From an optimization exercise on the open Yosys and OpenROAD flow, aimed at a short achievable clock period and few clock cycles; shortcuts taken in it are not production practice.
Only simulation tests tie the RTL to the original design; equivalence was not proved.
No activity file was given, so power comes from the tool's default toggle rates.

==> flow/design.v <==
`timescale 1ns/1ps
package legv8Pkg;
    typedef enum logic [2:0] {
        aluPassB = 3'b000,
        aluAdd   = 3'b010,
        aluSub   = 3'b011
    } aluOp_t;
    typedef enum logic [1:0] {
        brNone  = 2'b00,
        brPcRel = 2'b01,
        brReg   = 2'b10
    } brSel_t;
    typedef enum logic [1:0] {
        srcReg   = 2'b00,
        srcImm12 = 2'b01,
        srcImm9  = 2'b10
    } aluSrc_t;
    typedef enum logic [1:0] {
        wbAlu  = 2'b00,
        wbMem  = 2'b01,
        wbLink = 2'b10
    } wbSel_t;
    typedef struct packed {
        aluOp_t  aluOp;
        aluSrc_t aluSrc;
        wbSel_t  memToReg;
        brSel_t  brTaken;
        logic    reg2Loc;    
        logic    reg2Write;  
        logic    regWrite;
        logic    memWrite;
        logic    memRead;
        logic    uncondBr;   
        logic    flagWrite;
    } ctrlSig_t;
    typedef struct packed {
        logic negative;
        logic zero;
        logic overflow;
        logic carry;
    } aluFlags_t;
    typedef struct packed {
        logic                   cyc;
        logic                   stb;
        logic                   we;
        logic [64-1:0] adr;
        logic [64-1:0] datW;
    } wbReq_t;
    typedef struct packed {
        logic                   ack;
        logic [64-1:0] datR;
    } wbRsp_t;
endpackage
`timescale 1ns/1ps
`timescale 1ns/1ps
`timescale 1ns/1ps
`timescale 1ns/1ps
`timescale 1ns/1ps
module legv8Cpu
(
    input  logic        clk,
    input  logic        rstN,
    output logic [63:0] instrAddr,
    input  logic [31:0] instr,
    output logic        wbCyc,
    output logic        wbStb,
    output logic        wbWe,
    output logic [63:0] wbAdr,
    output logic [63:0] wbDatW,
    input  logic        wbAck,
    input  logic [63:0] wbDatR
);
    localparam int QD = 4;   
    localparam int QW = 2;
    logic [9:0]  pcLo;       
    logic [51:0] pcHiQ;      
    logic [1:0]  pcB;        
    logic [15:0] dOff;       
    logic        dC;
    logic        hiX;        
    logic [63:0] x [31];
    logic [30:0] z;          
    logic [30:0] pend;       
    logic        flagN, flagV;
    logic        rdV;
    logic        rADDI, rADDS, rSUBS, rLD, rST, rBL, rBR, rWr;
    logic        rCbzOpen, rBcondOpen, rBrOpen;
    logic [4:0]  rRn, rRm, rRt, rWrIdx;
    logic [30:0] rSelA, rSelM, rSelT, rNeed, rSelAm, rSelMm;
    logic [25:0] rI;         
    logic [63:0] rPc;
    logic        exV, exWr, exFlag, exMem, exSt, exLdw, exSub;
    logic [4:0]  exRd;
    logic [30:0] exWe;
    logic [30:0] wbOH;
    logic [63:0] wbQ;
    logic [63:0] exA, exB, exT;
    logic        busV, busWe, busLdw;
    logic [63:0] busAdr, busDat;
    logic [4:0]  busRd;
    logic        qWe  [QD];
    logic        qLdw [QD];
    logic [63:0] qAdr [QD];
    logic [63:0] qDat [QD];
    logic [4:0]  qRd  [QD];
    logic [QW-1:0] qHead, qTail;
    logic [QW:0]   qCnt;
    logic [51:0] pcHiOut;
    assign instrAddr = {pcHiOut, pcLo, pcB};
    assign wbCyc  = busV;
    assign wbStb  = busV;
    assign wbWe   = busWe;
    assign wbAdr  = busAdr;
    assign wbDatW = busDat;
    function automatic logic [30:0] oneHot(input logic [4:0] idx);
        oneHot = '0;
        if (idx != 5'd31) oneHot[idx] = 1'b1;
    endfunction
    logic [63:0] exBx, exSum;
    logic        exZero, exOvf, exN;
    assign exBx  = exB;
    assign exSum = exA + exBx + {63'd0, exSub};
    assign exN   = exSum[63];
    assign exOvf = (exA[63] == exBx[63]) && (exSum[63] != exA[63]);
    logic [63:0] exP, exO;
    assign exP    = exA ^ exBx;
    assign exO    = exA | exBx;
    assign exZero = (exP[0] == exSub) && (&(exP[63:1] ~^ exO[62:0]));
    logic exWrV, exFlagV;
    assign exWrV   = exV & exWr;
    assign exFlagV = exV & exFlag;
    logic        ackLd;
    logic [30:0] ackOH;
    logic        busLdV;     
    assign ackLd   = busLdV & wbAck;
    logic [63:0] ldQ;
    logic        lzZero;
    logic [30:0] lzOH;       
    assign lzZero = (ldQ == 64'd0);
    always_ff @(posedge clk or negedge rstN) begin
        if (!rstN) lzOH <= '0;
        else       lzOH <= ackOH;
    end
    always_ff @(posedge clk) begin
        if (ackLd) ldQ <= wbDatR;
    end
    always_comb begin
        ackOH = '0;
        if (ackLd && busRd != 5'd31) ackOH[busRd] = 1'b1;
    end
    logic [30:0] zNext;
    always_comb begin
        for (int i = 0; i < 31; i++) begin
            if (exWe[i])        zNext[i] = exZero;
            else if (ackOH[i])  zNext[i] = 1'b0;
            else if (lzOH[i])   zNext[i] = lzZero;
            else                zNext[i] = z[i];
        end
    end
    function automatic logic [63:0] aoRead(input logic [30:0] sel);
        aoRead = '0;
        for (int i = 0; i < 31; i++)
            aoRead = aoRead | ({64{sel[i]}} & x[i]);
    endfunction
    logic fwdExA, fwdExM, fwdExT, fwdBusA, fwdBusM;
    assign fwdBusA = ackLd & (busRd == rRn);
    assign fwdBusM = ackLd & (busRd == rRm);
    logic [63:0] aoA, rdA, rdM;
    logic fwdWbA, fwdWbM;    
    assign aoA = aoRead(rSelAm) | ({64{fwdWbA}} & wbQ);
    assign rdA = fwdExA ? exSum : aoA;
    assign rdM = fwdExM ? exSum : (aoRead(rSelMm) | ({64{fwdWbM}} & wbQ));
    logic [30:0] busOH, missing;
    logic        hazFixed, hazBus, rMem, qRoom, rdHaz, rdStall, rdGo;
    assign busOH    = oneHot(busRd);
    assign missing  = rNeed & pend;
    assign rMem     = rLD | rST;
    assign qRoom    = ({1'b0, qCnt} + {3'd0, exV & exMem}) < QD;
    logic cbzWait, brPend, brBus, brWait;
    assign cbzWait  = rCbzOpen & (|(rSelT & (pend | lzOH)));
    assign brPend   = rBrOpen & (|(rSelA & pend));
    assign brBus    = brPend & busV & ~busWe & busLdw & (busRd == rRn);
    assign brWait   = brPend & ~brBus;
    assign hazFixed = (|(missing & ~busOH)) | cbzWait | brWait | (rMem & ~qRoom);
    assign hazBus   = (|(missing & busOH)) | brBus;
    assign rdHaz    = hazFixed | (hazBus & ~ackLd);
    assign rdStall = rdV & rdHaz;
    assign rdGo    = rdV & ~rdHaz;
    logic [63:0] rdTgt19, rdLink, rdTarget;
    assign rdTgt19 = rPc + {{43{rI[23]}}, rI[23:5], 2'b00};
    assign rdLink  = rPc + 64'd4;
    logic rdZeroT, redirectEarly, redirectLate, redirectBus, redirect;
    assign rdZeroT = (rRt == 5'd31) | (|(rSelT & z));    
    logic [63:0] brT;
    assign brT = fwdExA ? exSum : aoA;
    assign redirectEarly = rdV & ((rBrOpen & ~brPend) | (rCbzOpen & ~cbzWait & ~fwdExT & rdZeroT) |
                                  (rBcondOpen & ~exFlagV & (flagN ^ flagV)));
    assign redirectLate  = rdV & ((rBcondOpen & exFlagV & (exN ^ exOvf)) |
                                  (rCbzOpen & ~cbzWait & fwdExT & exZero));
    assign redirectBus   = rdV & brBus & ~hazFixed & ackLd;
    assign redirect      = redirectEarly | redirectLate | redirectBus;
    assign rdTarget      = rBrOpen ? brT : rdTgt19;
    logic [10:0] op;
    logic [4:0]  fRn, fRm, fRt;
    logic fB, fBL, fBcond, fCBZ, fBR, fADDI, fADDS, fSUBS, fLD, fST;
    assign op  = instr[31:21];
    assign fRn = instr[9:5];
    assign fRm = instr[20:16];
    assign fRt = instr[4:0];
    always_comb begin
        fB     = (op[10:5] == 6'b000101);
        fBL    = (op[10:5] == 6'b100101);
        fBcond = (op[10:3] == 8'b01010100);
        fCBZ   = (op[10:3] == 8'b10110100);
        fBR    = (op == 11'b11010110000);
        fADDI  = (op == 11'b10010001000);
        fADDS  = (op == 11'b10101011000);
        fSUBS  = (op == 11'b11101011000);
        fLD    = (op == 11'b11111000010);
        fST    = (op == 11'b11111000000);
    end
    logic rdWrites, rdFlags;
    assign rdWrites = rdV & rWr;
    assign rdFlags  = rdV & (rADDS | rSUBS);
    logic fZeroKnown, fZero;
    assign fZeroKnown = (fRt == 5'd31);
    assign fZero      = 1'b1;
    logic fBr30;
    assign fBr30 = fBR & (fRn == 5'd30) & ~(rdWrites & (rWrIdx == 5'd30)) & ~wbOH[30] &
                   ~(exWrV & (exRd == 5'd30)) & ~pend[30];
    logic fCbzOpen, fBcondOpen, take26, take19;
    assign fCbzOpen   = fCBZ & ~fZeroKnown;
    assign fBcondOpen = fBcond & (rdFlags | exFlagV);
    assign take26     = fB | fBL;
    assign take19     = (fBcond & ~rdFlags & ~exFlagV & (flagN ^ flagV)) | (fCBZ & fZeroKnown & fZero);
    logic [63:0] x30;
    assign x30 = z[30] ? 64'd0 : x[30];
    logic [51:0] hiTrue;
    logic [63:0] pcFull;
    assign hiTrue = hiX ? x30[63:12] : (pcHiQ + {{36{dOff[15]}}, dOff} + {51'd0, dC});
    assign pcFull = {hiTrue, pcLo, pcB};
    logic [10:0] loInc, lo26, lo19;
    assign loInc = {1'b0, pcLo} + 11'd1;
    assign lo26  = {1'b0, pcLo} + {1'b0, instr[9:0]};
    assign lo19  = {1'b0, pcLo} + {1'b0, instr[14:5]};
    logic        setFull;    
    logic [63:0] fullT;
    logic [9:0]  nLo;
    logic [15:0] nOff;
    logic        nC;
    always_comb begin
        setFull = 1'b0;
        fullT   = rdTarget;
        nLo     = pcLo;
        nOff    = '0;
        nC      = 1'b0;
        if (rdStall) begin
            nLo = pcLo;
        end else if (redirectEarly) begin
            setFull = 1'b1;
        end else if (take26) begin
            nLo  = lo26[9:0];
            nOff = instr[25:10];
            nC   = lo26[10];
        end else if (take19) begin
            nLo  = lo19[9:0];
            nOff = {{7{instr[23]}}, instr[23:15]};
            nC   = lo19[10];
        end else if (fBr30) begin
            nLo = x30[11:2];
        end else begin
            nLo = loInc[9:0];
            nC  = loInc[10];
        end
    end
    always_ff @(posedge clk) begin
        if (redirectBus)   pcHiOut <= wbDatR[63:12];
        else if (redirectLate)  pcHiOut <= rdTgt19[63:12];
        else if (setFull)  pcHiOut <= fullT[63:12];
        else               pcHiOut <= hiTrue;
    end
    logic brX;
    assign brX = ~rdStall & ~redirectEarly & ~take26 & ~take19 & fBr30;
    always_ff @(posedge clk or negedge rstN) begin
        if (!rstN) begin
            pcLo  <= '0;
            pcHiQ <= '0;
            pcB   <= '0;
            dOff  <= '0;
            dC    <= 1'b0;
            hiX   <= 1'b0;
        end else if (redirectBus) begin
            pcLo  <= wbDatR[11:2];
            pcHiQ <= wbDatR[63:12];
            pcB   <= wbDatR[1:0];
            dOff  <= '0;
            dC    <= 1'b0;
            hiX   <= 1'b0;
        end else if (redirectLate) begin
            pcLo  <= rdTgt19[11:2];
            pcHiQ <= rdTgt19[63:12];
            pcB   <= rdTgt19[1:0];
            dOff  <= '0;
            dC    <= 1'b0;
            hiX   <= 1'b0;
        end else if (setFull) begin
            pcLo  <= fullT[11:2];
            pcHiQ <= fullT[63:12];
            pcB   <= fullT[1:0];
            dOff  <= '0;
            dC    <= 1'b0;
            hiX   <= 1'b0;
        end else begin
            pcLo  <= nLo;
            pcHiQ <= hiTrue;
            if (brX) pcB <= x30[1:0];
            dOff  <= nOff;
            dC    <= nC;
            hiX   <= brX;
        end
    end
    always_ff @(posedge clk or negedge rstN) begin
        if (!rstN)         rdV <= 1'b0;
        else if (!rdStall) rdV <= ~redirect;
    end
    logic [4:0] fRmx;
    assign fRmx = instr[24] ? fRm : fRt;
    logic rdWrEx;    
    assign rdWrEx = rWr & ~rLD;
    always_ff @(posedge clk or negedge rstN) begin
        if (!rstN) begin
            fwdExA <= 1'b0;
            fwdExM <= 1'b0;
            fwdExT <= 1'b0;
        end else if (rdStall) begin
            fwdExA <= 1'b0;
            fwdExM <= 1'b0;
            fwdExT <= 1'b0;
        end else begin
            fwdExA <= rdV & rdWrEx & (fRn  == rWrIdx);
            fwdExM <= rdV & rdWrEx & (fRmx == rWrIdx);
            fwdExT <= rdV & rdWrEx & (fRt  == rWrIdx);
        end
    end
    always_ff @(posedge clk) begin
        if (rdStall) begin
            rSelAm <= rSelA & ~zNext & ~exWe;
            rSelMm <= rSelM & ~zNext & ~exWe;
            fwdWbA <= |(rSelA & ~zNext & exWe);
            fwdWbM <= |(rSelM & ~zNext & exWe);
        end else begin
            rSelAm <= oneHot(fRn)  & ~zNext & ~exWe;
            rSelMm <= oneHot(fRmx) & ~zNext & ~exWe;
            fwdWbA <= |(oneHot(fRn)  & ~zNext & exWe);
            fwdWbM <= |(oneHot(fRmx) & ~zNext & exWe);
        end
    end
    logic fWr, fUseA, fUseM;
    assign fWr   = ((fADDI | fADDS | fSUBS | fLD) & (fRt != 5'd31)) | fBL;
    assign fUseA = fADDI | fADDS | fSUBS | fLD | fST;
    assign fUseM = fADDS | fSUBS;
    always_ff @(posedge clk) begin
        if (!rdStall) begin
            rADDI      <= fADDI;
            rADDS      <= fADDS;
            rSUBS      <= fSUBS;
            rLD        <= fLD;
            rST        <= fST;
            rBL        <= fBL;
            rBR        <= fBR;
            rBrOpen    <= fBR & ~fBr30;
            rWr        <= fWr;
            rCbzOpen   <= fCbzOpen;
            rBcondOpen <= fBcondOpen;
            rRn        <= fRn;
            rRm        <= fRmx;
            rRt        <= fRt;
            rWrIdx     <= fBL ? 5'd30 : fRt;
            rSelA      <= oneHot(fRn);
            rSelM      <= oneHot(fRmx);
            rSelT      <= oneHot(fRt);
            rNeed      <= (fUseA ? oneHot(fRn) : 31'd0) | (fUseM ? oneHot(fRm) : 31'd0) |
                          (fST ? oneHot(fRt) : 31'd0) | (fWr ? oneHot(fBL ? 5'd30 : fRt) : 31'd0);
            rI         <= instr[25:0];
            rPc        <= pcFull;
        end
    end
    logic [63:0] rdImm;
    logic        rUseImm;
    assign rUseImm = rADDI | rLD | rST;
    assign rdImm = rADDI ? {52'd0, rI[21:10]} : {{55{rI[20]}}, rI[20:12]};
    always_ff @(posedge clk or negedge rstN) begin
        if (!rstN) exV <= 1'b0;
        else       exV <= rdGo & (rWr | rMem | rADDS | rSUBS);
    end
    always_ff @(posedge clk) begin
        exWr   <= rWr & ~rLD;
        exFlag <= rADDS | rSUBS;
        exMem  <= rMem;
        exSt   <= rST;
        exLdw  <= rLD & rWr;
        exSub  <= rSUBS;
        exRd   <= rWrIdx;
        exWe   <= (rdGo & rWr & ~rLD) ? oneHot(rWrIdx) : 31'd0;
        exA    <= (fwdBusA & ~rBL) ? wbDatR : (rBL ? rdLink : rdA);
        exB    <= (fwdBusM & ~rBL & ~rUseImm) ? (wbDatR ^ {64{rSUBS}}) :
                  (rBL ? 64'd0 : (rUseImm ? rdImm : (rdM ^ {64{rSUBS}})));
        exT    <= fwdBusM ? wbDatR : rdM;    
    end
    always_ff @(posedge clk or negedge rstN) begin
        if (!rstN) wbOH <= '0;
        else       wbOH <= exWe;
    end
    always_ff @(posedge clk) begin
        wbQ <= exSum;
    end
    always_ff @(posedge clk) begin
        for (int i = 0; i < 31; i++) begin
            if (wbOH[i])
                x[i] <= wbQ;
            else if (ackOH[i])
                x[i] <= wbDatR;
        end
    end
    always_ff @(posedge clk or negedge rstN) begin
        if (!rstN) begin
            z <= '1;
        end else begin
            z <= zNext;
        end
    end
    always_ff @(posedge clk or negedge rstN) begin
        if (!rstN) begin
            flagN <= 1'b0;
            flagV <= 1'b0;
        end else if (exFlagV) begin
            flagN <= exN;
            flagV <= exOvf;
        end
    end
    always_ff @(posedge clk or negedge rstN) begin
        if (!rstN) pend <= '0;
        else       pend <= (pend & ~ackOH) | ((rdGo & rLD & rWr) ? oneHot(rRt) : 31'd0);
    end
    logic push, busFree, qEmpty, bypass, pop;
    assign push    = exV & exMem;
    assign busFree = ~busV | wbAck;
    assign qEmpty  = (qCnt == 0);
    assign pop     = busFree & ~qEmpty;
    assign bypass  = busFree & qEmpty & push;
    always_ff @(posedge clk) begin
        if (push) begin
            qWe[qTail]  <= exSt;
            qLdw[qTail] <= exLdw;
            qAdr[qTail] <= exSum;
            qDat[qTail] <= exT;
            qRd[qTail]  <= exRd;
        end
    end
    always_ff @(posedge clk or negedge rstN) begin
        if (!rstN) begin
            qHead <= '0;
            qTail <= '0;
            qCnt  <= '0;
        end else begin
            if (push && !bypass) qTail <= qTail + 1'b1;
            if (pop) qHead <= qHead + 1'b1;
            qCnt <= qCnt + (QW+1)'(push && !bypass) - (QW+1)'(pop);
        end
    end
    always_ff @(posedge clk or negedge rstN) begin
        if (!rstN) begin
            busV <= 1'b0;
        end else if (busFree) begin
            busV <= ~qEmpty | push;
        end
    end
    always_ff @(posedge clk or negedge rstN) begin
        if (!rstN) begin
            busWe  <= 1'b0;
            busAdr <= '0;
            busDat <= '0;
        end else if (busFree) begin
            if (!qEmpty) begin
                busWe  <= qWe[qHead];
                busAdr <= qAdr[qHead];
                busDat <= qDat[qHead];
            end else begin
                busWe  <= exSt;
                busAdr <= exSum;
                busDat <= exT;
            end
        end
    end
    always_ff @(posedge clk or negedge rstN) begin
        if (!rstN)
            busLdV <= 1'b0;
        else if (busFree)
            busLdV <= qEmpty ? (push & ~exSt & exLdw) : (~qWe[qHead] & qLdw[qHead]);
    end
    always_ff @(posedge clk) begin
        if (busFree) begin
            if (!qEmpty) begin
                busLdw <= qLdw[qHead];
                busRd  <= qRd[qHead];
            end else begin
                busLdw <= exLdw;
                busRd  <= exRd;
            end
        end
    end
endmodule
`timescale 1ns/1ps
module legv8Top (
    input  logic                   clk,
    input  logic                   rstN,
    output logic [64-1:0] instrAddr,
    input  logic [31:0]            instr,
    output logic                   wbCyc,
    output logic                   wbStb,
    output logic                   wbWe,
    output logic [64-1:0] wbAdr,
    output logic [64-1:0] wbDatW,
    input  logic                   wbAck,
    input  logic [64-1:0] wbDatR
);
    legv8Cpu legv8Cpu_i (
        .clk       (clk),
        .rstN      (rstN),
        .instrAddr (instrAddr),
        .instr     (instr),
        .wbCyc     (wbCyc),
        .wbStb     (wbStb),
        .wbWe      (wbWe),
        .wbAdr     (wbAdr),
        .wbDatW    (wbDatW),
        .wbAck     (wbAck),
        .wbDatR    (wbDatR)
    );
endmodule
==> flow/flow/run.sh <==
#!/bin/bash
# Layout flow: the standard ORFS flow (standard.sh, with its synthesis
# unchanged) with a few extra settings from flow/extra.mk appended to
# the standard flow's config.mk. Each tool's output is in standard_flow.log and in the
# ORFS logs under orfs/logs/.
set -euo pipefail
cat flow/extra.mk >> config.mk
bash standard.sh finish > standard_flow.log 2>&1
==> flow/flow/extra.mk <==
# Added to the standard flow's config.mk by flow/run.sh.
# Timing repair aims for this much setup slack at the 15 ns clock, so that it
# works on the paths that set the achieved period (about 15 - 10.5 ns).
export SETUP_SLACK_MARGIN = 10.5
export TNS_END_PERCENT = 100
# Skip the floorplan-stage repair (it runs on wire-load estimates and does
# not converge with the margin above); ABC's buffers are removed instead.
export REMOVE_ABC_BUFFERS = 1
# Port buffers from the plain buffer family, so that repair can size them.
export BUFFER_PORTS_ARGS = -buffer_cell sky130_fd_sc_hd__buf_4
==> flow/standard.sh <==
#!/bin/bash
# synth_recipe.tcl (not shown) runs the flow's synth.tcl, then flattens the netlist and writes it again
# the make line also repeats each setting of config.mk as NAME=value (left out here)
make -C /OpenROAD-flow-scripts/flow DESIGN_CONFIG=/design/flow/config.mk WORK_HOME=/design/flow/orfs CLKGATE_MAP_FILE= SYNTH_SCRIPT=/design/flow/synth_recipe.tcl "${@:-finish}"
==> flow/config.mk <==
export PLATFORM = sky130hd
export DESIGN_NAME = legv8Top
export DESIGN_NICKNAME = legv8Top
export VERILOG_FILES = /design/flow/design.v
export SDC_FILE = /design/flow/constraint.sdc
export NUM_CORES = 8
export LEC_CHECK = 0
export ABC_CLOCK_PERIOD_IN_PS = 1000
export CAP_MARGIN = 20
export CELL_PAD_IN_SITES_DETAIL_PLACEMENT = 2
export CELL_PAD_IN_SITES_GLOBAL_PLACEMENT = 2
export CORE_MARGIN = 2
export CORE_UTILIZATION = 30
export PLACE_DENSITY = 0.5
export SLEW_MARGIN = 20
# Added to bench's config.mk by flow/run.sh.
# Timing repair aims for this much setup slack at the 15 ns clock, so that it
# works on the paths that set the achieved period (about 15 - 10.5 ns).
export SETUP_SLACK_MARGIN = 10.5
export TNS_END_PERCENT = 100
# Skip the floorplan-stage repair (it runs on wire-load estimates and does
# not converge with the margin above); ABC's buffers are removed instead.
export REMOVE_ABC_BUFFERS = 1
# Port buffers from the plain buffer family, so that repair can size them.
export BUFFER_PORTS_ARGS = -buffer_cell sky130_fd_sc_hd__buf_4
==> flow/constraint.sdc <==
create_clock -name core_clock -period 15.0 [get_ports {clk}]
set_input_delay 3.0000 -clock core_clock [delete_from_list [all_inputs] [get_ports {clk}]]
set_output_delay 3.0000 -clock core_clock [all_outputs]
set_load 0.01 [all_outputs]
==> results.json, run 1 <==
{
  "outcome": "failed layout checks",
  "check.faults": "max-capacitance violations, max-slew violations",
  "multiInputGateArea_um2": 81800,
  "synth_top_flop_cell": "edfxtp_1",
  "seq_area_frac_synth_pct": 54.7,
  "htreeDepth": 5,
  "cts_tree": "done",
  "grt_pass1_wl_um": 1790000,
  "root_buffer": "clkbuf_16",
  "drc_errors": 0,
  "power_density_nw_per_um2": 237,
  "hold_end": "legv8Cpu_i.exFlag$_DFF_P_",
  "fin_skew_ns": 0.120,
  "finalWorstSetupSlack_ns": 10.17,
  "areaGrowthSynthToFinish_pct": 21.2,
  "routedWlPerCell_um": 58.2,
  "die_h_um": 792,
  "final_cell_mix": "2826 x edfxtp_1, 1969 x mux2_2, 945 x buf_4",
  "cp-start-kind": "flip-flop",
  "viasPerCell": 7.01,
  "r2r-end": "legv8Cpu_i.exB[59]$_DFF_P_",
  "cts_buffers": 443,
  "ys_warn_count": 2,
  "clkTransAtPathRegs_ns": 0.06,
  "nets": 16100,
  "worstSetupPathType": "flip-flop to flip-flop",
  "clkLatencyLatePin_ns": 1.15,
  "setup_viol": 0,
  "ys_ff_latch": 3591,
  "io_pins": 294,
  "die_w_um": 792,
  "path_max_fanout": 21,
  "synth-edff-count": 2826,
  "reg2reg_setup_slack_ns": 10.17,
  "switching_share_pct": 50.4,
  "hp-start": "legv8Cpu_i.rADDS$_DFFE_PN_",
  "gp_congestion": 0.949,
  "grtUsageTotal_pct": 43.5,
  "min_period_ns": 4.83,
  "pwr-share-seq_pct": 28.6,
  "cts.sinks": 3591,
  "clockBufferDepth": 4,
  "ys_types": 111,
  "initial_utilization_pct": 30.1,
  "postRouteAntennaNets": 0,
  "routed_wl_um": 1430000,
  "clock.fmax_mhz": 207,
  "regArea_um2": 103000,
  "dp_cells": 23100,
  "worstPathRequired_ns": 15.99,
  "antenna_found_initial": 233,
  "syn-cell-area_um2": 186000,
  "rr_worst_depth": 10,
  "clkPwrFrac_pct": 21.4,
  "relSlewSlack_pct": -10.7,
  "hpwl_um": 905000,
  "drtIter0Drc": 32700,
  "final_common_cell": "edfxtp_1",
  "synth-async-reset-ratio_pct": 9.77,
  "hold_class": "flip-flop to flip-flop",
  "place_area_um2": 199000,
  "cts_hold_buf": 0,
  "min_path_cells": 1,
  "fin_util_pct": 36.5,
  "tns_ns": 0,
  "hold_viol": 0,
  "power_leakage_uw": 0.0768,
  "slew_violations": 27,
  "syn_avg_cell_area_um2": 12.1,
  "grt_pass1_vias": 165000,
  "p_switching_uw": 27000,
  "overflow": 0,
  "dieArea_um2": 628000,
  "stdcell_count": 24600,
  "p_int_uw": 26500,
  "synth_cells": 15300,
  "drt_pre_antenna_iters": 9,
  "maxCapViolations": 2,
  "rows": 289,
  "placement.io_buffers": 293,
  "min_period_over_period_pct": 32.2,
  "end_kind": "flip-flop",
  "combPwrFrac_pct": 50.0,
  "cp.arrival_ns": 5.82,
  "coreArea_um2": 619000,
  "vias": 172000,
  "fillers": 63000,
  "ir_worst_vdd_v": 0.000188,
  "timing.rr.start": "legv8Cpu_i.rSelMm[17]$_DFF_P_",
  "final_area_um2": 226000,
  "dp_slack_ns": 7.63,
  "worst_pin_slew_ns": 1.66,
  "rsz0062_at_grt": "yes",
  "grt_max_degree": 112,
  "drive_above_1_share_pct": 32.2
}
[area by class of cell]
type                       count  area share (%)
sequential                  3591            45.4
multi-input combinational   9936            36.2
timing repair buffer        1419            6.48
clock buffer                 579            5.39
tap                         8293            4.59
clock inverter               261            1.22
inverter                     305           0.527
antenna                      179           0.198
[power by group through the flow]
stage | Clock [uW] | Combinational (uW) | Sequential [uW]
global placement | 0 | 22800 | 15200
CTS | 11500 | 24800 | 15100
detailed placement | 0 | 23000 | 15200
floorplan | 0 | 8580 | 14800
finish | 11500 | 26800 | 15300
global route | 11800 | 26600 | 15200
[cells by family (layout without fill, tap and decap cells)]
| group | count (synthesis) | after routing | share of synthesized area (%) |
|---|---|---|---|
| AO/OA/AOI/OAI | 4145 | 4145 | 16.3 |
| XOR/XNOR | 337 | 337 | 1.59 |
| adder cells (fa/ha/maj) | 299 | 299 | 2.04 |
| buffers and inverters | 1835 | 2564 | 3.78 |
| flip-flops | 3591 | 3591 | 54.7 |
| multiplexers | 2228 | 2228 | 14.2 |
| other | 0 | 179 | 0 |
| AND/OR/NAND/NOR | 2913 | 2927 | 7.41 |
[metal layers]
| metal | up-vias | part of all wire (%) | GRT usage (%) |
|---|---|---|---|
| met1 | 91900 | 39 | 56.2 |
| li1 | 61200 | - | - |
| met3 | 4097 | 12 | 14.4 |
| met5 | - | 0.055 | 0.287 |
| met2 | 15000 | 41 | 61.5 |
| met4 | 70 | 8.3 | 29.6 |
[timing repair]
action / 4_1_cts / 5_1_grt
gates cloned: 33 / 14
pin swaps: 101 / 149
buffers inserted: 254 / 178
gates resized for setup: 1077 / 425
endpoints found under the setup margin: 2982 / 999
[per-stage QoR]
stage	hold WS (ns)	total power [uW]
6_report	0.427	53500
5_1_grt	0.450	53600
4_1_cts	0.426	51300
3_5_place_dp	0.463	38300
3_3_place_gp	0.446	38100
2_1_floorplan	0.384	23400
[sequential cells by signal, summed over array words and instances, names as in the netlist, 52 cells and up]
register	cells
legv8Cpu_i.rPc	64
legv8Cpu_i.qAdr	256
legv8Cpu_i.x	1984
legv8Cpu_i.exB	64
legv8Cpu_i.busDat	64
legv8Cpu_i.pcHiQ	52
legv8Cpu_i.ldQ	64
legv8Cpu_i.pcHiOut	52
legv8Cpu_i.exA	64
legv8Cpu_i.qDat	256
legv8Cpu_i.exT	64
legv8Cpu_i.busAdr	64
legv8Cpu_i.wbQ	64
[worst max-delay path by stage]
stage | from | end | slack, ns | depth (start not counted)
6_report | legv8Cpu_i.rSelMm[17]$_DFF_P_ | legv8Cpu_i.exB[59]$_DFF_P_ | 10.17 | 10
5_1_grt | legv8Cpu_i.pcB[0]$_DFFE_PN0P_ | instrAddr[0] | 10.19 | 1
4_1_cts | legv8Cpu_i.pcHiOut[15]$_DFF_P_ | instrAddr[27] | 10.10 | 1
3_5_place_dp | wbAck | legv8Cpu_i.x[9][14]$_DFFE_PP_ | 7.63 | 9
3_3_place_gp | wbAck | legv8Cpu_i.x[9][14]$_DFFE_PP_ | 7.70 | 9
2_1_floorplan | wbAck | legv8Cpu_i.pcLo[6]$_DFFE_PN0P_ | 1.47 | 8
[synthesized netlist by cell type, types with 86 or more instances]
master / n / area (um2)
xnor2_1: 165 / 1450
o22ai_1: 86 / 538
buf_1: 252 / 946
xor2_1: 171 / 1500
nor2_1: 703 / 2640
nand4_1: 314 / 1960
a21oi_1: 625 / 3130
a22oi_1: 770 / 5780
mux2i_1: 123 / 1230
ha_1: 291 / 3640
a21o_1: 162 / 1220
mux2_2: 1970 / 22200
nand2_1: 887 / 3330
a221oi_1: 588 / 5150
nor3_1: 197 / 986
a211oi_1: 86 / 646
a31oi_1: 130 / 813
inv_1: 299 / 1120
edfxtp_1: 2826 / 84900
clkbuf_1: 1224 / 4590
a222oi_1: 140 / 1400
o21ai_0: 498 / 2490
dfrtp_1: 320 / 8010
mux4_2: 135 / 3040
nand3_1: 371 / 1860
dfxtp_1: 414 / 8290
a22o_1: 621 / 5440
[critical path: stages (launching register included)]
cell and delay (ns):
dfxtp_4 0.72, buf_4 0.57, buf_4 0.82, buf_4 0.79, a22o_1 0.24, a221oi_1 0.07
nand4_1 0.16, or3_2 0.55, o22a_1 0.26, a21oi_1 0.07, or3_1 0.37
Testbench counts, summed over its fixed seeds: cycles 124,192.
==> run 2: changes to the inputs <==
--- a/flow/config.mk
+++ b/flow/config.mk
@@ -8,3 +8,3 @@
 export ABC_CLOCK_PERIOD_IN_PS = 1000
-export CAP_MARGIN = 20
+export CAP_MARGIN = 40
 export CELL_PAD_IN_SITES_DETAIL_PLACEMENT = 2
@@ -14,3 +14,3 @@
 export PLACE_DENSITY = 0.5
-export SLEW_MARGIN = 20
+export SLEW_MARGIN = 40
 # Added to bench's config.mk by flow/run.sh.
==> run 2 against run 1 <==
- power up 0.21%
- maximum frequency down 0.40%
- register-to-register slack worse by 0.02 ns
- critical path type unchanged
- largest cell class unchanged
- utilization about the same
- synthesized cell count unchanged
- die area unchanged
- flip-flop and latch count unchanged
- still fails the layout checks on max-capacitance violations, max-slew violations
- worst setup slack worse by 0.019 ns
- critical endpoint is now legv8Cpu_i.exT[17]$_DFF_P_
- combinational power about the same
- area after synthesis unchanged
==> results.json, run 2 <==
{
  "total_power_uw": 53600,
  "grtUsageTotal_pct": 43.4,
  "syn_avg_cell_area_um2": 12.1,
  "power_density_nw_per_um2": 237,
  "tns_ns": 0,
  "rr_worst_depth": 8,
  "drc_errors": 0,
  "viasPerCell": 7.00,
  "dieArea_um2": 628000,
  "synth.area.top_cells": "edfxtp_1 46%, mux2_2 12%, dfxtp_1 4.4%, dfrtp_1 4.3%, a22oi_1 3.1%",
  "yosys.area.top_type_share_pct": 45.5,
  "worstPathRequired_ns": 16.05,
  "reg2reg_setup_slack_ns": 10.15,
  "top_register": "legv8Cpu_i.x",
  "htreeDepth": 5,
  "largest_reg_flops": 1984,
  "end_kind": "flip-flop",
  "fin_skew_ns": 0.115,
  "hpwl_um": 916000,
  "maxCapViolations": 1,
  "placement.io_buffers": 293,
  "synth-edff-count": 2826,
  "io_pins": 294,
  "ys_types": 111,
  "worst_pin_slew_ns": 1.56,
  "rsz0062_at_grt": "yes",
  "synth_top_flop_cell": "edfxtp_1",
  "grt_max_degree": 112,
  "fin_util_pct": 36.5,
  "seq_area_frac_synth_pct": 54.7,
  "cts_tree": "done",
  "clkLatencyLatePin_ns": 1.16,
  "ys_warn_count": 2,
  "grt_pass1_wl_um": 1790000,
  "cts.sinks": 3591,
  "die_w_um": 792,
  "ys_top_cells_by_count": "2826 x edfxtp_1, 1970 x mux2_2, 1224 x clkbuf_1, 887 x nand2_1, 770 x a22oi_1",
  "slew_violations": 4,
  "die_h_um": 792,
  "p_int_uw": 26700,
  "root_buffer": "clkbuf_16",
  "gp_congestion": 0.949,
  "clock.fmax_mhz": 206,
  "ys_ff_latch": 3591,
  "check.faults": "max-capacitance violations, max-slew violations",
  "largestRegisters": "legv8Cpu_i.x (1984), legv8Cpu_i.qAdr (256), legv8Cpu_i.qDat (256)",
  "outcome": "failed layout checks",
  "clkPwrFrac_pct": 21.7,
  "grt_pass1_vias": 165000,
  "min_path_cells": 0,
  "switching_share_pct": 50.2,
  "hp-start": "legv8Cpu_i.exT[11]$_DFF_P_",
  "worstSetupPathType": "flip-flop to flip-flop",
  "coreArea_um2": 619000,
  "hold_class": "flip-flop to flip-flop",
  "overflow": 0,
  "cp.arrival_ns": 5.90,
  "hold_viol": 0,
  "ir_worst_vdd_v": 0.000169,
  "routedWlPerCell_um": 57.8,
  "vias": 172000,
  "syn-cell-area_um2": 186000,
  "setup_viol": 0,
  "drt_pre_antenna_iters": 7,
  "antenna_found_initial": 244,
  "holdWs_ns": 0.460,
  "cts_buffers": 444,
  "cp-start-kind": "flip-flop",
  "drive_above_1_share_pct": 32.2,
  "nets": 16100,
  "r2r-end": "legv8Cpu_i.exT[17]$_DFF_P_",
  "final_common_cell": "edfxtp_1",
  "min_period_ns": 4.85,
  "drtIter0Drc": 32600,
  "initial_utilization_pct": 30.1,
  "min_period_over_period_pct": 32.3,
  "synth_cells": 15300,
  "clkTransAtPathRegs_ns": 0.06,
  "pwr-share-seq_pct": 28.3,
  "synth-async-reset-ratio_pct": 9.77,
  "rows": 289,
  "relSlewSlack_pct": -4.58,
  "postRouteAntennaNets": 0,
  "routed_wl_um": 1420000,
  "areaGrowthSynthToFinish_pct": 21.3,
  "combPwrFrac_pct": 50.0,
  "path_max_fanout": 24,
  "p_switching_uw": 26900,
  "hold_end": "legv8Cpu_i.qDat[2][11]$_DFFE_PP_",
  "timing.rr.start": "legv8Cpu_i.rSelMm[25]$_DFF_P_",
  "power_leakage_uw": 0.0768,
  "synth_top_area_cell": "edfxtp_1",
  "clockBufferDepth": 4,
  "synth.most_common_cell": "edfxtp_1",
  "final_cell_mix": "2826 x edfxtp_1, 1969 x mux2_2, 908 x buf_4"
}
[run 2: through the flow]
stage | instance area [um2] | cells | setup slack (ns)
after floorplan | 181000 | 13800 | 1.47
after global placement | 199000 | 23100 | 7.70
after detailed placement | 201000 | 23100 | 7.70
after CTS | 223000 | 24200 | 10.10
after global routing | 226000 | 24400 | 10.17
final | 226000 | 24500 | 10.15
[run 2: how the worst max path moves through the flow]
stage                                                 to  slack (ns)                      startpoint
after floorplan           legv8Cpu_i.pcLo[6]$_DFFE_PN0P_        1.47                           wbAck
after global placement     legv8Cpu_i.x[9][14]$_DFFE_PP_        7.70                           wbAck
after detailed placement  legv8Cpu_i.x[22][37]$_DFFE_PP_        7.70                           wbAck
after CTS                                  instrAddr[27]       10.10  legv8Cpu_i.pcHiOut[15]$_DFF_P_
after global routing                       instrAddr[27]       10.17  legv8Cpu_i.pcHiOut[15]$_DFF_P_
final                         legv8Cpu_i.exT[17]$_DFF_P_       10.15   legv8Cpu_i.rSelMm[25]$_DFF_P_
[run 2: power groups by stage]
stage	registers, uW	clock network (uW)	logic [uW]
floorplan	14800	0	8580
global placement	15200	0	22800
detailed placement	15200	0	23300
CTS	15000	11700	24800
global route	15100	12000	26700
finish	15200	11600	26800
[run 2: repair_timing]
action,CTS,global route
buffers inserted,258,125
gates cloned,23,6
hold buffers,0,0
endpoints found under the setup margin,2747,1036
hold endpoints to repair,0,0
resized for setup,970,346
pin swaps,100,118
[run 2: final cells by class]
| type | instances | area (um2) |
|---|---|---|
| Clock inverter | 236 | 2820 |
| Sequential cell | 3591 | 103000 |
| Tap cell | 8293 | 10400 |
| Clock buffer | 604 | 12400 |
| Multi-Input combinational cell | 9929 | 81700 |
| Antenna cell | 153 | 383 |
| Fill cell | 62900 | 393000 |
| Timing Repair Buffer | 1407 | 14700 |
| Inverter | 305 | 1190 |
[run 2: metal layers]
metal / part of all wire (%) / GRT usage, % / vias to the layer above
li1: - / - / 61100
met1: 38 / 55.9 / 91400
met2: 41 / 61.1 / 14900
met3: 13 / 14.7 / 4126
met4: 8.2 / 29.4 / 80
met5: 0.044 / 0.227 / -
[run 2: worst max-delay path, cell delays in order (launching register included)]
cell,delay [ns]
dfxtp_4,0.76
buf_4,0.65
buf_4,0.73
a221oi_1,0.33
nand4_1,0.23
nor3_1,0.10
a22o_1,0.52
o21ai_2,0.81
buf_4,0.23
[run 2: cell families after synthesis]
group	Yosys count	share of synthesized area, %
adders and majority gates	299	2.04
and+or+nand+nor	2913	7.41
muxes	2228	14.2
xor gates and xnor gates	337	1.59
AOI/OAI and AO/OA	4145	16.3
buffers and inverters	1835	3.78
DFF	3591	54.7
==> run 3: changes to the inputs <==
--- a/flow/config.mk
+++ b/flow/config.mk
@@ -8,3 +8,3 @@
 export ABC_CLOCK_PERIOD_IN_PS = 1000
-export CAP_MARGIN = 40
+export CAP_MARGIN = 50
 export CELL_PAD_IN_SITES_DETAIL_PLACEMENT = 2
@@ -14,3 +14,3 @@
 export PLACE_DENSITY = 0.5
-export SLEW_MARGIN = 40
+export SLEW_MARGIN = 70
 # Added to bench's config.mk by flow/run.sh.
==> run 3 against run 2 <==
- now clean on timing, DRC and antenna
- global-route usage decreased by 0.14 points
- hold slack got worse by 0.0052 ns
- combinational power increased by 12%
- area after synthesis unchanged
- die area unchanged
- via count increased by 0.23%
- sequential power decreased by 5%
- clock power about the same
- clock skew decreased by 0.019 ns
- sequential share of layout area decreased by 3.0 points
==> results.json, run 3 <==
{
  "cp.arrival_ns": 1.84,
  "stdcell_count": 25200,
  "placement.io_buffers": 293,
  "gp_congestion": 0.949,
  "p_switching_uw": 27500,
  "coreArea_um2": 619000,
  "viasPerCell": 6.83,
  "min_period_over_period_pct": 32.2,
  "end_kind": "primary output",
  "drc_errors": 0,
  "grt_pass1_wl_um": 1790000,
  "synth.area.top_cells": "edfxtp_1 46%, mux2_2 12%, dfxtp_1 4.4%, dfrtp_1 4.3%, a22oi_1 3.1%",
  "combPwrFrac_pct": 53.7,
  "dp_cells": 23800,
  "postRouteAntennaNets": 0,
  "switching_share_pct": 49.2,
  "htreeDepth": 5,
  "crit_family": "flip-flops",
  "drt_pre_antenna_iters": 9,
  "drive_above_1_share_pct": 36.2,
  "p_int_uw": 28400,
  "multiInputGateArea_um2": 83400,
  "ys_types": 111,
  "r2r-end": "legv8Cpu_i.pcLo[3]$_DFFE_PN0P_",
  "path_cells": "buf_6",
  "cts_hold_buf": 0,
  "finalWorstSetupSlack_ns": 10.16,
  "vias": 172000,
  "worstSetupPathType": "flip-flop to primary output",
  "final_cell_mix": "2826 x edfxtp_1, 1969 x mux2_2, 842 x nand2_1",
  "clkLatencyLatePin_ns": 1.14,
  "routedWlPerCell_um": 56.2,
  "grt_max_degree": 62,
  "power_leakage_uw": 0.0835,
  "clockBufferDepth": 4,
  "die_w_um": 792,
  "clock.fmax_mhz": 207,
  "seq_area_frac_synth_pct": 54.7,
  "nets": 16800,
  "fin_skew_ns": 0.0954,
  "synth_top_area_cell": "edfxtp_1",
  "min_path_cells": 0,
  "grtUsageTotal_pct": 43.2,
  "dp_slack_ns": 8.40,
  "synth_top_flop_cell": "edfxtp_1",
  "io_pins": 294,
  "hp-start": "legv8Cpu_i.exT[11]$_DFF_P_",
  "hold_end": "legv8Cpu_i.qDat[2][11]$_DFFE_PP_",
  "rsz0062_at_grt": "yes",
  "ys_ff_latch": 3591,
  "min_period_ns": 4.84,
  "largestRegisters": "legv8Cpu_i.x (1984), legv8Cpu_i.qAdr (256), legv8Cpu_i.qDat (256)",
  "rows": 289,
  "synth-edff-count": 2826,
  "crit_slowest_cell": "dfrtp_2",
  "hold_class": "flip-flop to flip-flop",
  "synth_cells": 15300,
  "cp-start-kind": "flip-flop",
  "ir_worst_vdd_v": 0.000173,
  "final_common_cell": "edfxtp_1",
  "worstPathRequired_ns": 12.00,
  "root_buffer": "clkbuf_16",
  "top_register": "legv8Cpu_i.x",
  "hpwl_um": 1020000,
  "tns_ns": 0,
  "grt_pass1_vias": 167000,
  "yosys.area.top_type_share_pct": 45.5,
  "relSlewSlack_pct": 63.7,
  "drtIter0Drc": 30400,
  "crit_start": "legv8Cpu_i.pcB[0]$_DFFE_PN0P_",
  "final_area_um2": 243000,
  "die_h_um": 792,
  "clkPwrFrac_pct": 20.6,
  "place_area_um2": 219000,
  "pwr-share-seq_pct": 25.7,
  "setup_viol": 0,
  "syn-cell-area_um2": 186000,
  "worst-path-buf-inv": 1,
  "initial_utilization_pct": 30.1,
  "reg2reg_setup_slack_ns": 10.38,
  "largest_reg_flops": 1984,
  "fillers": 61600,
  "rr_worst_depth": 17,
  "synth.most_common_cell": "edfxtp_1",
  "outcome": "no timing/DRC/antenna violations",
  "dieArea_um2": 628000,
  "worst_pin_slew_ns": 0.545,
  "slew_violations": 0,
  "cts.sinks": 3591,
  "power_density_nw_per_um2": 231,
  "slowest_delay_ns": 0.55,
  "antenna_found_initial": 190,
  "regArea_um2": 103000,
  "path_max_fanout": 3,
  "timing.rr.start": "legv8Cpu_i.busRd[0]$_DFFE_PP_",
  "overflow": 0,
  "hold_viol": 0,
  "routed_wl_um": 1410000,
  "maxCapViolations": 0,
  "syn_avg_cell_area_um2": 12.1,
  "ys_warn_count": 2,
  "ys_top_cells_by_count": "2826 x edfxtp_1, 1970 x mux2_2, 1224 x clkbuf_1, 887 x nand2_1, 770 x a22oi_1",
  "clkTransAtPathRegs_ns": 0.06,
  "synth-async-reset-ratio_pct": 9.77,
  "areaGrowthSynthToFinish_pct": 30.1,
  "cts_tree": "done",
  "cts_buffers": 443
}
-- run 3: cell count changes in the layout (fill, tap and decap cells not counted), sizes merged, moves of 5 or more --
cell	before	now
buf	1388	2050
diode	153	128
clkbuf	611	633
clkdlybuf4s50	0	9
bufbuf	12	5
clkdlybuf4s15	0	5
-- run 3: kinds of logic (layout without fill, tap and decap cells) --
| family | Yosys count | after routing | share of synthesized area (%) |
|---|---|---|---|
| and+or+nand+nor | 2913 | 2914 | 7.41 |
| muxes | 2228 | 2228 | 14.2 |
| other | 0 | 128 | 0 |
| DFF | 3591 | 3591 | 54.7 |
| adders and majority gates | 299 | 299 | 2.04 |
| buffers and inverters | 1835 | 3253 | 3.78 |
| xor gates and xnor gates | 337 | 337 | 1.59 |
| AOI/OAI and AO/OA | 4145 | 4145 | 16.3 |
-- run 3: power groups by stage --
stage	clock network (uW)	logic (uW)	registers, uW
detailed placement	0	26800	14400
floorplan	0	8580	14800
finish	11500	30000	14400
global placement	0	22800	15200
CTS	11600	27800	14300
global route	11900	29900	14400
-- run 3: area by class of cell --
class                           count  share of cell area (%)
Sequential cell                  3591                    42.3
Multi-Input combinational cell   9923                    34.4
Clock inverter                    239                    1.16
Timing Repair Buffer             2106                    12.2
Antenna cell                      128                   0.132
Inverter                          305                   0.504
Clock buffer                      602                    5.04
Tap cell                         8293                    4.28
Timing Repair inverter              1                 0.00361
-- run 3: per-layer routing --
metal / track usage, % / share of wire (%) / wire length, um / vias to the layer above
met5: 0.144 / 0.042 / 597 / -
met2: 61.3 / 41 / 579000 / 13900
met1: 56.0 / 39 / 548000 / 91800
met3: 14.1 / 12 / 170000 / 3805
met4: 28.8 / 8.2 / 117000 / 72
li1: - / - / - / 62500
-- run 3: stage by stage --
step,hold WS [ns],power (uW),util (%)
floorplan,0.384,23400,-
global placement,0.446,38100,32.2
detailed placement,0.459,41200,35.3
CTS,0.457,53700,38.4
global route,0.460,56200,39.2
finish,0.455,55900,39.2
-- run 3: worst max path at each step --
| stage | end | slack (ns) | cells after the start |
|---|---|---|---|
| after CTS | instrAddr[34] | 10.15 | 1 |
| after global placement | legv8Cpu_i.x[9][14]$_DFFE_PP_ | 7.70 | 9 |
| final | instrAddr[0] | 10.16 | 1 |
| after floorplan | legv8Cpu_i.pcLo[6]$_DFFE_PN0P_ | 1.47 | 8 |
| after global routing | instrAddr[0] | 10.19 | 1 |
| after detailed placement | legv8Cpu_i.x[20][47]$_DFFE_PP_ | 8.40 | 13 |
-- run 3: timing repair --
item / in CTS / in global routing
resized for setup: 613 / 326
buffers inserted: 178 / 168
gates cloned: 11 / 13
pin swaps: 88 / 153
endpoints found under the setup margin: 1974 / 675
==> run 4: changes to the inputs <==
--- a/flow/design.v
+++ b/flow/design.v
@@ -108,3 +108,4 @@
     logic [51:0] pcHiOut;
-    assign instrAddr = {pcHiOut, pcLo, pcB};
+    logic [1:0]  pcBOut;
+    assign instrAddr = {pcHiOut, pcLo, pcBOut};
     assign wbCyc  = busV;
@@ -283,2 +284,9 @@
     assign brX = ~rdStall & ~redirectEarly & ~take26 & ~take19 & fBr30;
+    always_ff @(posedge clk) begin
+        if (redirectBus)        pcBOut <= wbDatR[1:0];
+        else if (redirectLate)  pcBOut <= rdTgt19[1:0];
+        else if (setFull)       pcBOut <= fullT[1:0];
+        else if (brX)           pcBOut <= x30[1:0];
+        else                    pcBOut <= pcB;
+    end
     always_ff @(posedge clk or negedge rstN) begin
==> run 4 against run 3 <==
- critical endpoint is now wbAdr[10]
- clock power about the same
- highest routed layer unchanged
- critical path depth grew 1
- combinational power is 15% lower
- flip-flop and latch count increased by 2
==> results.json, run 4 <==
{
  "outcome": "no timing/DRC/antenna violations",
  "clkLatencyLatePin_ns": 1.12,
  "cts.sinks": 3593,
  "cts_buffers": 444,
  "rows": 288,
  "cp-start-kind": "flip-flop",
  "coreArea_um2": 616000,
  "hold_class": "flip-flop to flip-flop",
  "combPwrFrac_pct": 49.9,
  "ys_ff_latch": 3593,
  "synth_cells": 15500,
  "routedWlPerCell_um": 53.0,
  "vias": 168000,
  "finalWorstSetupSlack_ns": 10.19,
  "fin_util_pct": 38.7,
  "synth_top_flop_cell": "edfxtp_1",
  "drive_above_1_share_pct": 34.5,
  "ir_worst_vdd_v": 0.000135,
  "power_density_nw_per_um2": 213,
  "grt_pass1_wl_um": 1700000,
  "synth_top_area_cell": "edfxtp_1",
  "relSlewSlack_pct": 63.0,
  "io_pins": 294,
  "synth-async-reset-ratio_pct": 9.77,
  "syn_avg_cell_area_um2": 12.0,
  "p_int_uw": 26900,
  "r2r-end": "legv8Cpu_i.pcHiQ[48]$_DFF_PN0_",
  "rsz0062_at_grt": "yes",
  "tns_ns": 0,
  "min_period_over_period_pct": 32.1,
  "switching_share_pct": 47.1,
  "overflow": 0,
  "routed_wl_um": 1320000,
  "drtIter0Drc": 26400,
  "cts_tree": "done",
  "initial_utilization_pct": 30.1,
  "worstPathRequired_ns": 12.00,
  "reg2reg_setup_slack_ns": 10.46,
  "path_max_fanout": 2,
  "path_cells": "buf_12, buf_6",
  "synth.most_common_cell": "edfxtp_1",
  "seq_area_frac_synth_pct": 55.0,
  "postRouteAntennaNets": 0,
  "top_register": "legv8Cpu_i.x",
  "slowest_delay_ns": 0.42,
  "final_cell_mix": "2826 x edfxtp_1, 1840 x mux2_2, 941 x nand2_1",
  "areaGrowthSynthToFinish_pct": 28.5,
  "die_w_um": 790,
  "die_h_um": 790,
  "maxCapViolations": 0,
  "htreeDepth": 5,
  "dp_slack_ns": 8.37,
  "gp_congestion": 0.945,
  "drt_pre_antenna_iters": 10,
  "largestRegisters": "legv8Cpu_i.x (1984), legv8Cpu_i.qAdr (256), legv8Cpu_i.qDat (256)",
  "setup_viol": 0,
  "syn-cell-area_um2": 186000,
  "nets": 16700,
  "clkTransAtPathRegs_ns": 0.06,
  "grt_pass1_vias": 167000,
  "grt_max_degree": 69,
  "cp.arrival_ns": 1.81,
  "grtUsageTotal_pct": 40.7,
  "rr_worst_depth": 16,
  "ys_types": 96,
  "final_common_cell": "edfxtp_1",
  "worst_pin_slew_ns": 0.555,
  "antenna_found_initial": 123,
  "p_switching_uw": 23900,
  "clockBufferDepth": 4,
  "worstSetupPathType": "flip-flop to primary output",
  "timing.rr.start": "legv8Cpu_i.exA[57]$_DFF_P_",
  "placement.io_buffers": 293,
  "hold_viol": 0,
  "crit_start": "legv8Cpu_i.busAdr[10]$_DFFE_PN0P_",
  "hpwl_um": 959000,
  "largest_reg_flops": 1984,
  "clkPwrFrac_pct": 22.5,
  "power_leakage_uw": 0.0824,
  "yosys.area.top_type_share_pct": 45.7,
  "synth.area.top_cells": "edfxtp_1 46%, mux2_2 11%, dfxtp_1 4.5%, dfrtp_1 4.3%, a22oi_1 3.1%",
  "end_kind": "primary output",
  "ys_top_cells_by_count": "2826 x edfxtp_1, 1841 x mux2_2, 1283 x clkbuf_1, 964 x nand2_1, 769 x a22oi_1",
  "dieArea_um2": 625000,
  "root_buffer": "clkbuf_16",
  "synth-edff-count": 2826,
  "endpoint": "wbAdr[10]",
  "holdWs_ns": 0.467,
  "drc_errors": 0,
  "fin_skew_ns": 0.0890,
  "crit_slowest_cell": "dfrtp_2",
  "clock.fmax_mhz": 208,
  "pwr-share-seq_pct": 27.7,
  "viasPerCell": 6.74,
  "slew_violations": 0,
  "min_period_ns": 4.81,
  "ys_warn_count": 2
}
[run 4: cell count changes after synthesis, sizes merged, moves of 24 or more]
cell and delta:
nand2 +77, nor2 +27, o21ai +120, mux2 -129
buf -32, o221ai -32, xnor2 +27, a222oi +24
clkbuf +57
[run 4: worst max-delay path: cells and delay by family (launching register included)]
family / cells / cell delay, ns
flops: 1 / 0.42
buf+inv: 2 / 0.28
[run 4: logic make-up (layout without fill, tap and decap cells)]
| family | Yosys count | count (layout) | synth area share, % |
|---|---|---|---|
| fa+ha+maj | 300 | 300 | 2.06 |
| mux | 2113 | 2113 | 13.6 |
| xor+xnor | 343 | 343 | 1.62 |
| compound gates | 4198 | 4198 | 16.3 |
| other cells | 0 | 79 | 0 |
| flops | 3593 | 3593 | 55.0 |
| buf+inv | 1875 | 3157 | 3.82 |
| simple gates | 3037 | 3037 | 7.64 |
[run 4: what timing repair did]
action / 4_1_cts / 5_1_grt
resized for setup: 571 / 209
hold endpoints to repair: 0 / 0
buffers inserted: 154 / 145
hold buffers: 0 / 0
setup endpoints to repair: 1537 / 753
gates cloned: 10 / 9
pin swaps: 62 / 86
[run 4: cell type report]
type                    instances  area [um2]
fillers                     61300      377000
inverters                     320        1290
clock buffers                 643       12800
diodes                         79         198
clock inverters               197        2190
well taps                    8120       10200
repair inverters                1        8.76
multi-input cells            9991       82000
flip-flops and latches       3593      103000
repair buffers               1996       27200
[run 4: how the worst min path moves through the flow]
| stage | from | to | slack, ns | cells past startpoint |
|---|---|---|---|---|
| final | legv8Cpu_i.exWe[2]$_SDFF_PN0_ | legv8Cpu_i.wbOH[2]$_DFF_PN0_ | 0.47 | 0 |
| after global routing | legv8Cpu_i.exWe[4]$_SDFF_PN0_ | legv8Cpu_i.wbOH[4]$_DFF_PN0_ | 0.47 | 0 |
| after floorplan | legv8Cpu_i.rST$_DFFE_PN_ | legv8Cpu_i.exSt$_DFF_P_ | 0.36 | 0 |
| after CTS | legv8Cpu_i.pcB[0]$_DFF_PN0_ | legv8Cpu_i.rPc[0]$_DFFE_PN_ | 0.47 | 0 |
| after detailed placement | legv8Cpu_i.pcB[1]$_DFF_PN0_ | legv8Cpu_i.rPc[1]$_DFFE_PN_ | 0.44 | 0 |
| after global placement | legv8Cpu_i.pcB[0]$_DFF_PN0_ | legv8Cpu_i.rPc[0]$_DFFE_PN_ | 0.43 | 0 |
[run 4: power by group through the flow]
| stage | clock (uW) | sequential [uW] | combinational [uW] |
|---|---|---|---|
| floorplan | 0 | 14600 | 7290 |
| global placement | 0 | 14900 | 19400 |
| detailed placement | 0 | 14200 | 22800 |
| CTS | 11500 | 14000 | 23600 |
| global route | 11800 | 14100 | 25200 |
| finish | 11400 | 14100 | 25400 |
[run 4: routing by layer]
metal | vias up | global-route usage [%] | routed length, um
li1 | 62300 | - | -
met1 | 89700 | 51.6 | 509000
met2 | 12400 | 60.1 | 559000
met3 | 3718 | 10.3 | 133000
met4 | 50 | 29.6 | 120000
met5 | - | 0 | 351
[run 4: metrics by stage]
step	cell area, um2	total power (uW)	instances
3_5_place_dp	216000	37000	23700
4_1_cts	235000	49100	24700
6_report	239000	50800	24900
5_1_grt	238000	51100	24900
3_3_place_gp	198000	34300	23000
2_1_floorplan	180000	21900	13900
Testbench counts of run 4, summed over its fixed seeds: cycles 124,192.
==> run 5: changes to the inputs <==
--- a/flow/config.mk
+++ b/flow/config.mk
@@ -13,2 +13,4 @@
 export CORE_UTILIZATION = 30
+export CTS_CLUSTER_DIAMETER = 150
+export CTS_CLUSTER_SIZE = 22
 export PLACE_DENSITY = 0.5
==> run 5 against run 4 <==
- still clean
- worst setup slack improved by 0.032 ns
- clock-buffer cell count shrank 320
- flip-flop and latch count did not move
- die area is the same
- final area decreased by 3.8%
- combinational power barely moved
- non-clock buffer count decreased by 4
- critical path type unchanged
- highest routed layer unchanged
==> results.json, run 5 <==
{
  "hold_viol": 0,
  "routed_wl_um": 1320000,
  "hpwl_um": 959000,
  "fin_skew_ns": 0.0678,
  "end_kind": "primary output",
  "grt_pass1_wl_um": 1680000,
  "drive_above_1_share_pct": 32.9,
  "min_period_over_period_pct": 31.9,
  "synth.area.top_cells": "edfxtp_1 46%, mux2_2 11%, dfxtp_1 4.5%, dfrtp_1 4.3%, a22oi_1 3.1%",
  "min_period_ns": 4.78,
  "initial_utilization_pct": 30.1,
  "synth-async-reset-ratio_pct": 9.77,
  "cts_buffers": 188,
  "viasPerCell": 6.80,
  "synth.most_common_cell": "edfxtp_1",
  "ys_types": 96,
  "maxCapViolations": 0,
  "overflow": 0,
  "syn_avg_cell_area_um2": 12.0,
  "postRouteAntennaNets": 0,
  "cts.sinks": 3593,
  "ys_ff_latch": 3593,
  "grt_max_degree": 69,
  "coreArea_um2": 616000,
  "hold_class": "flip-flop to flip-flop",
  "gp_congestion": 0.945,
  "io_pins": 294,
  "htreeDepth": 4,
  "final_cell_mix": "2826 x edfxtp_1, 1840 x mux2_2, 932 x nand2_1",
  "clock.fmax_mhz": 209,
  "synth_top_area_cell": "edfxtp_1",
  "outcome": "no timing/DRC/antenna violations",
  "ys_top_cells_by_count": "2826 x edfxtp_1, 1841 x mux2_2, 1283 x clkbuf_1, 964 x nand2_1, 769 x a22oi_1",
  "vias": 166000,
  "drt_pre_antenna_iters": 9,
  "path_max_fanout": 2,
  "dieArea_um2": 625000,
  "grt_use_met3_pct": 9.64,
  "routedWlPerCell_um": 53.8,
  "largest_reg_flops": 1984,
  "power_leakage_uw": 0.0779,
  "cts_tree": "done",
  "synth_cells": 15500,
  "grt.busiest_layer": "met2",
  "die_h_um": 790,
  "root_buffer": "clkbuf_16",
  "relSlewSlack_pct": 62.5,
  "met1_usage_pct": 51.4,
  "ir_worst_vdd_v": 0.000140,
  "power_density_nw_per_um2": 198,
  "slew_violations": 0,
  "antenna_found_initial": 102,
  "placement.io_buffers": 293,
  "tns_ns": 0,
  "setup_viol": 0,
  "ys_warn_count": 2,
  "rsz0062_at_grt": "yes",
  "rows": 288,
  "reg2reg_setup_slack_ns": 10.45,
  "grt_pass1_vias": 164000,
  "grtUsageTotal_pct": 40.3,
  "fin_util_pct": 37.3,
  "worstSetupPathType": "flip-flop to primary output",
  "use_met2_pct": 59.7,
  "syn-cell-area_um2": 186000,
  "nets": 16500,
  "die_w_um": 790,
  "clkLatencyLatePin_ns": 1.07,
  "cp.arrival_ns": 1.78,
  "top_register": "legv8Cpu_i.x",
  "synth-edff-count": 2826,
  "synth_top_flop_cell": "edfxtp_1",
  "final_common_cell": "edfxtp_1",
  "seq_area_frac_synth_pct": 55.0,
  "clockBufferDepth": 4,
  "areaGrowthSynthToFinish_pct": 23.7,
  "worst_pin_slew_ns": 0.562,
  "yosys.area.top_type_share_pct": 45.7,
  "clkTransAtPathRegs_ns": 0.11,
  "cp-start-kind": "flip-flop",
  "cts_hold_buf": 0,
  "worstPathRequired_ns": 12.00,
  "drtIter0Drc": 26800,
  "drc_errors": 0,
  "largestRegisters": "legv8Cpu_i.x (1984), legv8Cpu_i.qAdr (256), legv8Cpu_i.qDat (256)"
}
run 5: changes by cell type in the layout (fill, tap and decap cells not counted), moves of 8 or more:
cell	before	now
buf_4	628	614
bufinv_16	36	1
o21ai_0	529	514
buf_12	281	292
clkinvlp_4	19	2
diode_2	79	87
clkinv_2	83	3
clkinv_1	36	6
o21ai_1	59	70
clkbuf_16	469	203
ha_4	25	17
clkbuf_8	62	6
a21oi_1	544	531
nand2_1	941	932
run 5: per-stage QoR:
step,cells,setup slack (ns),hold WS (ns),instance area (um2),total power (uW)
after floorplan,13900,-1.79,0.364,180000,21900
after global placement,23000,7.06,0.426,198000,34300
after global routing,24400,10.21,0.475,229000,45800
final,24400,10.22,0.465,230000,45500
after CTS,24100,10.20,0.463,225000,43800
after detailed placement,23700,8.37,0.440,216000,37000
run 5: worst paths after layout:
path,start,cells past startpoint,end
worst max register to register,legv8Cpu_i.busRd[0]$_DFFE_PP_,20,legv8Cpu_i.pcHiQ[48]$_DFF_PN0_
worst min-delay path,legv8Cpu_i.exWe[2]$_SDFF_PN0_,0,legv8Cpu_i.wbOH[2]$_DFF_PN0_
worst max-delay path,legv8Cpu_i.busAdr[10]$_DFFE_PN0P_,2,wbAdr[10]
worst min register to register,legv8Cpu_i.exWe[2]$_SDFF_PN0_,0,legv8Cpu_i.wbOH[2]$_DFF_PN0_
min in group asynchronous,rstN,1,legv8Cpu_i.busAdr[43]$_DFFE_PN0P_
max in group asynchronous,rstN,6,legv8Cpu_i.z[27]$_DFF_PN1_
run 5: critical path, stage by stage (launching register included):
cell and delay, ns:
dfrtp_2 0.44, buf_12 0.15, buf_6 0.12
run 5: per-layer routing:
metal  vias to the layer above  wire (um)
met1                     89000     511000
met5                         -        186
li1                      61500          -
met3                      3475     129000
met4                        28     120000
met2                     12100     556000
run 5: cells by family (layout without fill, tap and decap cells):
family,count (synthesis),after routing,share of synthesized area (%)
flops,3593,3593,55.0
simple gates,3037,3039,7.64
buf+inv,1875,2653,3.82
mux,2113,2113,13.6
fa+ha+maj,300,300,2.06
xor+xnor,343,343,1.62
compound gates,4198,4198,16.3
other cells,0,87,0
run 5: power breakdown:
part           total [uW]  internal, uW  switching [uW]
sequential          14000         12500            1550
clock                6300          2460            3840
combinational       25200          7770           17400
run 5: layout make-up:
class	count	area, um2
antenna	87	218
clock buffer	323	5280
clock inverter	17	215
fill	61900	386000
inverter	320	1280
multi-input combinational	9993	82300
sequential	3593	103000
tap	8120	10200
timing repair buffer	1992	27400
timing repair inverter	1	8.76
run 5: timing repair:
| item | CTS | global route |
|---|---|---|
| gates cloned | 9 | 14 |
| gates resized for setup | 572 | 304 |
| setup endpoints to repair | 1714 | 723 |
| setup buffers | 143 | 154 |
| pin swaps | 65 | 119 |
==> run 6: changes to the inputs <==
--- a/flow/config.mk
+++ b/flow/config.mk
@@ -13,4 +13,4 @@
 export CORE_UTILIZATION = 30
-export CTS_CLUSTER_DIAMETER = 150
-export CTS_CLUSTER_SIZE = 22
+export CTS_CLUSTER_DIAMETER = 100
+export CTS_CLUSTER_SIZE = 20
 export PLACE_DENSITY = 0.5
==> run 6 against run 5 <==
- register-to-register slack got worse by 0.03 ns
- flip-flop and latch count unchanged
- area after synthesis did not move
- clock skew decreased by 0.0014 ns
- maximum frequency down 0.90%
- final area is 0.55% higher
- critical endpoint unchanged
- clock-buffer cell count increased by 26
- sequential power hardly changed
- clock power increased by 12%
- critical path type unchanged
- highest routed layer unchanged
- synthesized cell count stayed put
==> results.json, run 6 <==
{
  "grtUsageTotal_pct": 40.4,
  "dieArea_um2": 625000,
  "clockBufferDepth": 4,
  "clock.fmax_mhz": 207,
  "min_period_over_period_pct": 32.2,
  "end_kind": "primary output",
  "outcome": "no timing/DRC/antenna violations",
  "die_h_um": 790,
  "grt_pass1_vias": 164000,
  "path_cells": "buf_12, buf_6",
  "syn_avg_cell_area_um2": 12.0,
  "postRouteAntennaNets": 0,
  "htreeDepth": 4,
  "ys_warn_count": 2,
  "synth_cells": 15500,
  "drive_above_1_share_pct": 33.2,
  "place_area_um2": 216000,
  "worst-path-buf-inv": 2,
  "rsz0062_at_grt": "yes",
  "setup_viol": 0,
  "placement.io_buffers": 293,
  "crit_slowest_cell": "dfrtp_2",
  "hold_viol": 0,
  "drc_errors": 0,
  "ys_ff_latch": 3593,
  "path_max_fanout": 2,
  "crit_family": "flip-flops",
  "areaGrowthSynthToFinish_pct": 24.4,
  "cts_tree": "done",
  "overflow": 0,
  "rows": 288,
  "worstPathRequired_ns": 12.00,
  "min_period_ns": 4.82,
  "synth-edff-count": 2826,
  "ys_types": 96,
  "cts.sinks": 3593,
  "initial_utilization_pct": 30.1,
  "synth.most_common_cell": "edfxtp_1",
  "relSlewSlack_pct": 63.0,
  "maxCapViolations": 0,
  "power_density_nw_per_um2": 201,
  "worst_pin_slew_ns": 0.554,
  "hpwl_um": 959000,
  "drtIter0Drc": 26500,
  "fin_skew_ns": 0.0664,
  "routedWlPerCell_um": 53.7,
  "grt_pass1_wl_um": 1680000,
  "synth-async-reset-ratio_pct": 9.77,
  "worstSetupPathType": "flip-flop to primary output"
}
[run 6: layout make-up]
| cell class | instances | area (um2) |
|---|---|---|
| tap | 8120 | 10200 |
| sequential | 3593 | 103000 |
| multi-input combinational | 9992 | 82200 |
| clock inverter | 63 | 719 |
| timing repair buffer | 1985 | 27300 |
| timing repair inverter | 1 | 8.76 |
| clock buffer | 349 | 6230 |
| antenna | 74 | 185 |
| inverter | 320 | 1300 |
| fill | 61900 | 385000 |
[run 6: repair_timing]
action / in CTS / in global routing
gates cloned: 8 / 14
endpoints found under the setup margin: 1623 / 585
pin swaps: 66 / 111
hold buffers: 0 / 0
setup buffers: 142 / 145
resized for setup: 581 / 259
[run 6: layer usage]
| layer | part of all wire (%) | routed length (um) | up-vias | GRT usage, % |
|---|---|---|---|---|
| met1 | 39 | 509000 | 88900 | 51.6 |
| met3 | 9.9 | 130000 | 3468 | 9.43 |
| li1 | - | - | 61600 | - |
| met4 | 9.1 | 120000 | 40 | 29.6 |
| met2 | 42 | 555000 | 12100 | 59.7 |
| met5 | 0.020 | 265 | - | 0 |
[run 6: metrics by stage]
stage	cells	worst slack, ns
CTS	24200	10.18
detailed placement	23700	8.37
global placement	23000	7.06
finish	24500	10.18
floorplan	13900	-1.79
global route	24400	10.18
[run 6: final timing paths]
path,endpoint,depth (start not counted),slack [ns],from
setup / recovery,wbAdr[10],2,10.18,legv8Cpu_i.busAdr[10]$_DFFE_PN0P_
max in group asynchronous,legv8Cpu_i.z[24]$_DFF_PN1_,6,11.27,rstN
hold reg to reg,legv8Cpu_i.wbOH[0]$_DFF_PN0_,0,0.48,legv8Cpu_i.exWe[0]$_SDFF_PN0_
min in group asynchronous,legv8Cpu_i.busAdr[40]$_DFFE_PN0P_,1,1.81,rstN
setup reg to reg,legv8Cpu_i.pcHiQ[20]$_DFF_PN0_,25,10.42,legv8Cpu_i.busRd[0]$_DFFE_PP_
hold / removal,legv8Cpu_i.wbOH[0]$_DFF_PN0_,0,0.48,legv8Cpu_i.exWe[0]$_SDFF_PN0_
[run 6: logic make-up after synthesis]
logic type	after synthesis	synth area share, %
compound gates	4198	16.3
flops	3593	55.0
simple gates	3037	7.64
mux	2113	13.6
buf+inv	1875	3.82
xor+xnor	343	1.62
fa+ha+maj	300	2.06
[run 6: report_power, final]
| group | switching (uW) | internal (uW) |
|---|---|---|
| Combinational | 17500 | 7850 |
| Sequential | 1550 | 12500 |
| Clock | 4070 | 3000 |
[run 6: worst reg2reg max path, stage by stage, from the launching register on]
cell       delay [ns]
edfxtp_1         0.42
buf_6            0.16
buf_8            0.12
inv_4            0.05
ha_4             0.19
xor2_4           0.22
buf_12           0.15
buf_12           0.10
buf_12           0.10
buf_4            0.10
buf_4            0.12
and3_4           0.20
mux2i_1          0.08
o211ai_1         0.34
a311oi_2         0.11
a31oi_4          0.34
nor3_4           0.09
buf_12           0.15
buf_12           0.14
buf_6            0.12
buf_6            0.11
a21o_4           0.26
buf_12           0.17
clkbuf_16        0.17
and3_1           0.17
a221o_1          0.32

Re-timed with assumed drivers on the ports (clkbuf_16 on the clock, buf_2 on other inputs), run 6 has 10.031 ns of setup slack against 10.176 ns with ideal ports, and 9.214 ns once port delays also move by the mid clock arrival of 1.216 ns.
